This design comes from an exercise in tuning for small area, a short achievable clock period and few clock cycles on the open sky130 flow, not from production work.
Only simulation tests tie the RTL to the original design; equivalence was not proved.
Power is estimated from default activity; no workload was simulated.

Setup of red:
## cqt_decoder
module cqt_decoder
#(
    parameter int MAX_CTB_COLS = 64   
) (
    input  logic        clk,
    input  logic        rst_n,
    input  logic        cqt_start,
    input  cqt_pkg::ctb_col_t    ctb_x,
    input  cqt_pkg::ctb_row_t    ctb_y,
    input  cqt_pkg::pix_x_t      pic_width,
    input  cqt_pkg::pix_y_t      pic_height,
    output logic        bin_req,
    output cqt_pkg::ctx_addr_t   ctx_addr,
    input  logic        bin,
    input  logic        bin_vld,
    output logic        cu_valid,
    input  logic        cu_ready,
    output cqt_pkg::pix_x_t      cu_x,
    output cqt_pkg::pix_y_t      cu_y,
    output logic [2:0]  cu_log2_size,
    output logic        busy,
    output logic        ctb_done
);
    function automatic logic [2:0] last(input logic [2:0] x, input logic [1:0] d);
        case (d)
            2'd0:    last = 3'd7;
            2'd1:    last = x | 3'd3;
            2'd2:    last = x | 3'd1;
            default: last = x;
        endcase
    endfunction
    function automatic logic fits(input logic [2:0] x, input logic [2:0] y,
                                  input logic [1:0] d,
                                  input logic [7:0] wm, input logic [7:0] hm);
        fits = wm[last(x, d)] && hm[last(y, d)];
    endfunction
    function automatic logic [7:0] therm(input logic [3:0] n);
        for (int i = 0; i < 8; i++)
            therm[i] = (4'(i) < n);
    endfunction
    function automatic logic [6:0] sib(input logic [2:0] x, input logic [2:0] y,
  ...
clock: 6.0 ns
lec_check: 0
abc_area: 1
cap_margin: 20
core_margin: 2
core_utilization: 50
cts_buf_list: sky130_fd_sc_hd__clkbuf_16
cts_cluster_diameter: 80
cts_cluster_size: 30
place_density: 0.7
setup_slack_margin: 3.6
slew_margin: 20
run.sh (not shown) runs the stock make flow with config.mk's settings and CLKGATE_MAP_FILE= SYNTH_SCRIPT=/design/flow/synth_recipe.tcl, a recipe that flattens the netlist after the stock synthesis.
Testbench counts of red, summed over its fixed seeds: cycles 32,788.
## Diff of input files: blue against red
-- flow/design.v --
<<< red, line 86
    logic        start;
    logic [7:1]  wm_q, hm_q;      
    logic [5:0]  sel_q;           
    logic        byp_q;           
    logic        s0_q;
>>> blue, line 86
    logic        start;
    logic [7:1]  wm_q, hm_q;      
    logic [2:0]  grp_q;           
    logic [2:0]  tap_q;           
    logic        byp_q;           
    logic        s0_q;
<<< red, line 93
    logic [6:0]  lb_q;            
    logic [6:0]  ab_q;            
    logic [4:0]  shreg [MAX_CTB_COLS];
    logic        req_q;           
    logic        wait_q;          
>>> blue, line 94
    logic [6:0]  lb_q;            
    logic [6:0]  ab_q;            
    logic [4:0]  shreg [MAX_CTB_COLS-1];
    logic        req_q;           
    logic        wait_q;          
<<< red, line 116
    logic       xfull, yfull;     
    logic [7:0] wm_in, hm_in;
    logic [6:0] cols_in;
    logic       lav, aav;
    assign xfull   = (ctb_x != pic_width[11:6]);
>>> blue, line 117
    logic       xfull, yfull;     
    logic [7:0] wm_in, hm_in;
    logic [8:0] pm1_in;
    logic [5:0] cm1_in;           
    logic [5:0] sel_in;           
    logic       lav, aav;
    assign xfull   = (ctb_x != pic_width[11:6]);
<<< red, line 125
            hm_in[i] = yfull || (3'(i) < pic_height[5:3]);
        end
    assign cols_in = {1'b0, pic_width[11:6]} + 7'(pic_width[5:3] != 3'd0);
    logic fresh_q;
    always_ff @(posedge clk)
>>> blue, line 128
            hm_in[i] = yfull || (3'(i) < pic_height[5:3]);
        end
    assign pm1_in  = pic_width[11:3] - 9'd1;
    assign cm1_in  = pm1_in[8:3];
    assign sel_in  = cm1_in - 6'd1;
    logic fresh_q;
    always_ff @(posedge clk)
<<< red, line 293
    logic [1:0] leaf_d;       
    logic [6:0] cs1, cs2, cs3;
    logic [6:0] n1, n2, n3;
    logic       known;
    logic       at_pend;
>>> blue, line 298
    logic [1:0] leaf_d;       
    logic [6:0] cs1, cs2, cs3;
    logic       known;
    logic       at_pend;
<<< red, line 331
        cs2 = sib(ux_q, uy_q, 2, wm, hm);
        cs3 = sib(ux_q, uy_q, 3, wm, hm);
        n1 = cs1;
        n2 = cs2[6] ? cs2 : cs1;
        n3 = cs3[6] ? cs3 : n2;
        case (cu_d)
            2'd0:    {nv, nx, ny} = 7'd0;
            2'd1:    {nv, nx, ny} = n1;
            2'd2:    {nv, nx, ny} = n2;
            default: {nv, nx, ny} = n3;
        endcase
    end
    logic take;
>>> blue, line 335
        cs2 = sib(ux_q, uy_q, 2, wm, hm);
        cs3 = sib(ux_q, uy_q, 3, wm, hm);
        if (cu_d == 2'd3 && cs3[6])
            {nv, nx, ny} = cs3;
        else if (cu_d >= 2'd2 && cs2[6])
            {nv, nx, ny} = cs2;
        else if (cu_d >= 2'd1 && cs1[6])
            {nv, nx, ny} = cs1;
        else
            {nv, nx, ny} = 7'd0;
    end
    logic take;
<<< red, line 394
    logic lastc_q, lastr_q, row0_q;
    always_ff @(posedge clk) begin
        lastc_q <= (pic_width[5:3] != 3'd0) ? !xfull : (ctb_x + 6'd1 == pic_width[11:6]);
        lastr_q <= (pic_height[5:3] != 3'd0) ? !yfull : (ctb_y + 5'd1 == pic_height[10:6]);
        row0_q  <= (ctb_y == '0);
        wm_q  <= wm_in[7:1];
        hm_q  <= hm_in[7:1];
        sel_q <= 6'(cols_in - 7'd2);
        byp_q <= (cols_in == 7'd1);
    end
    logic       full;
>>> blue, line 397
    logic lastc_q, lastr_q, row0_q;
    always_ff @(posedge clk) begin
        lastc_q <= (ctb_x == cm1_in);
        lastr_q <= (pic_height[5:3] != 3'd0) ? !yfull : (ctb_y + 5'd1 == pic_height[10:6]);
        row0_q  <= (ctb_y == '0);
        wm_q  <= wm_in[7:1];
        hm_q  <= hm_in[7:1];
        grp_q <= sel_in[5:3];
        tap_q <= sel_in[2:0] + 3'(sel_in[5:3] == 3'd7);
        byp_q <= (cm1_in == 6'd0);
    end
    logic       full;
<<< red, line 424
    endfunction
    assign bot_enc = enc(bot);
    logic [7:0] ins;
    always_comb
        for (int m = 0; m < 8; m++)
            ins[m] = (sel_q[5:3] == 3'(7 - m));
    assign tap_dec = dec(shreg[{3'd7, sel_q[2:0]}]);
    always_ff @(posedge clk) begin
        if (done_q) begin
>>> blue, line 428
    endfunction
    assign bot_enc = enc(bot);
    logic [7:0] ins;      
    always_comb
        for (int m = 1; m < 8; m++)
            ins[m] = (grp_q == 3'(7 - m));
    assign ins[0] = 1'b0;
    assign tap_dec = dec(shreg[6'd55 + 6'(tap_q)]);
    always_ff @(posedge clk) begin
        if (done_q) begin
<<< red, line 440
    always_ff @(posedge clk) begin
        if (done_q) begin
            for (int i = 0; i < MAX_CTB_COLS; i++)
                shreg[i] <= (i % 8 == 0 && (i == 0 || ins[i / 8])) ? bot_enc : shreg[(i + MAX_CTB_COLS - 1) % MAX_CTB_COLS];
        end
    end
>>> blue, line 445
    always_ff @(posedge clk) begin
        if (done_q) begin
            shreg[0] <= bot_enc;
            for (int i = 1; i < MAX_CTB_COLS - 1; i++)
                shreg[i] <= (i % 8 == 7 && ins[(i + 1) / 8]) ? bot_enc : shreg[i - 1];
        end
    end
==> run summary <==
- Diff red -> blue: leakage component of the power dropped 0.000043 µW, combinational share of power dropped 2.3 points, share of the yosys chip area belonging to registers barely changed, count of antenna diodes in the layout dropped 1.
- red → blue: total power divided by cell area dropped about 1.2%, design area dropped 160 µm², wire length of the first global-routing pass climbed about 0.9%, final critical path time including I/O delays and setup climbed 0.10 ns, number of fill cells dropped about 0.9%.
- Compared to red, the routing of blue uses less wire.
Testbench counts of blue, summed over its fixed seeds: cycles 32,788.

-- what the ideal ports hide --
Ports are ideal in the flow. The routed layouts listed here were re-timed in OpenROAD. Step 1 assumes that a clkbuf_16 drives the clock port and a buf_2 every other input. Step 2 adds t to the input delays and takes it off the output delays; t is the mean of the earliest and latest rising clock arrival at the registers after step 1. Input paths then give back, and output paths get back, about the clock's delay inside the block. Three values: ideal ports, drivers, drivers and shift; two values: the first two.
run | t (ns) | slack for setup (ns) | clock arrival spread, ns
red | 0.585 | 3.544 / 3.544 / 2.995 | 0.037 / 0.037
blue | 0.584 | 3.443 / 3.448 / 2.864 | 0.022 / 0.022
After both steps every run listed still meets setup and hold. The setup slack of blue, which loses most, moves by +0.005 ns with the drivers and by -0.579 ns with both steps.
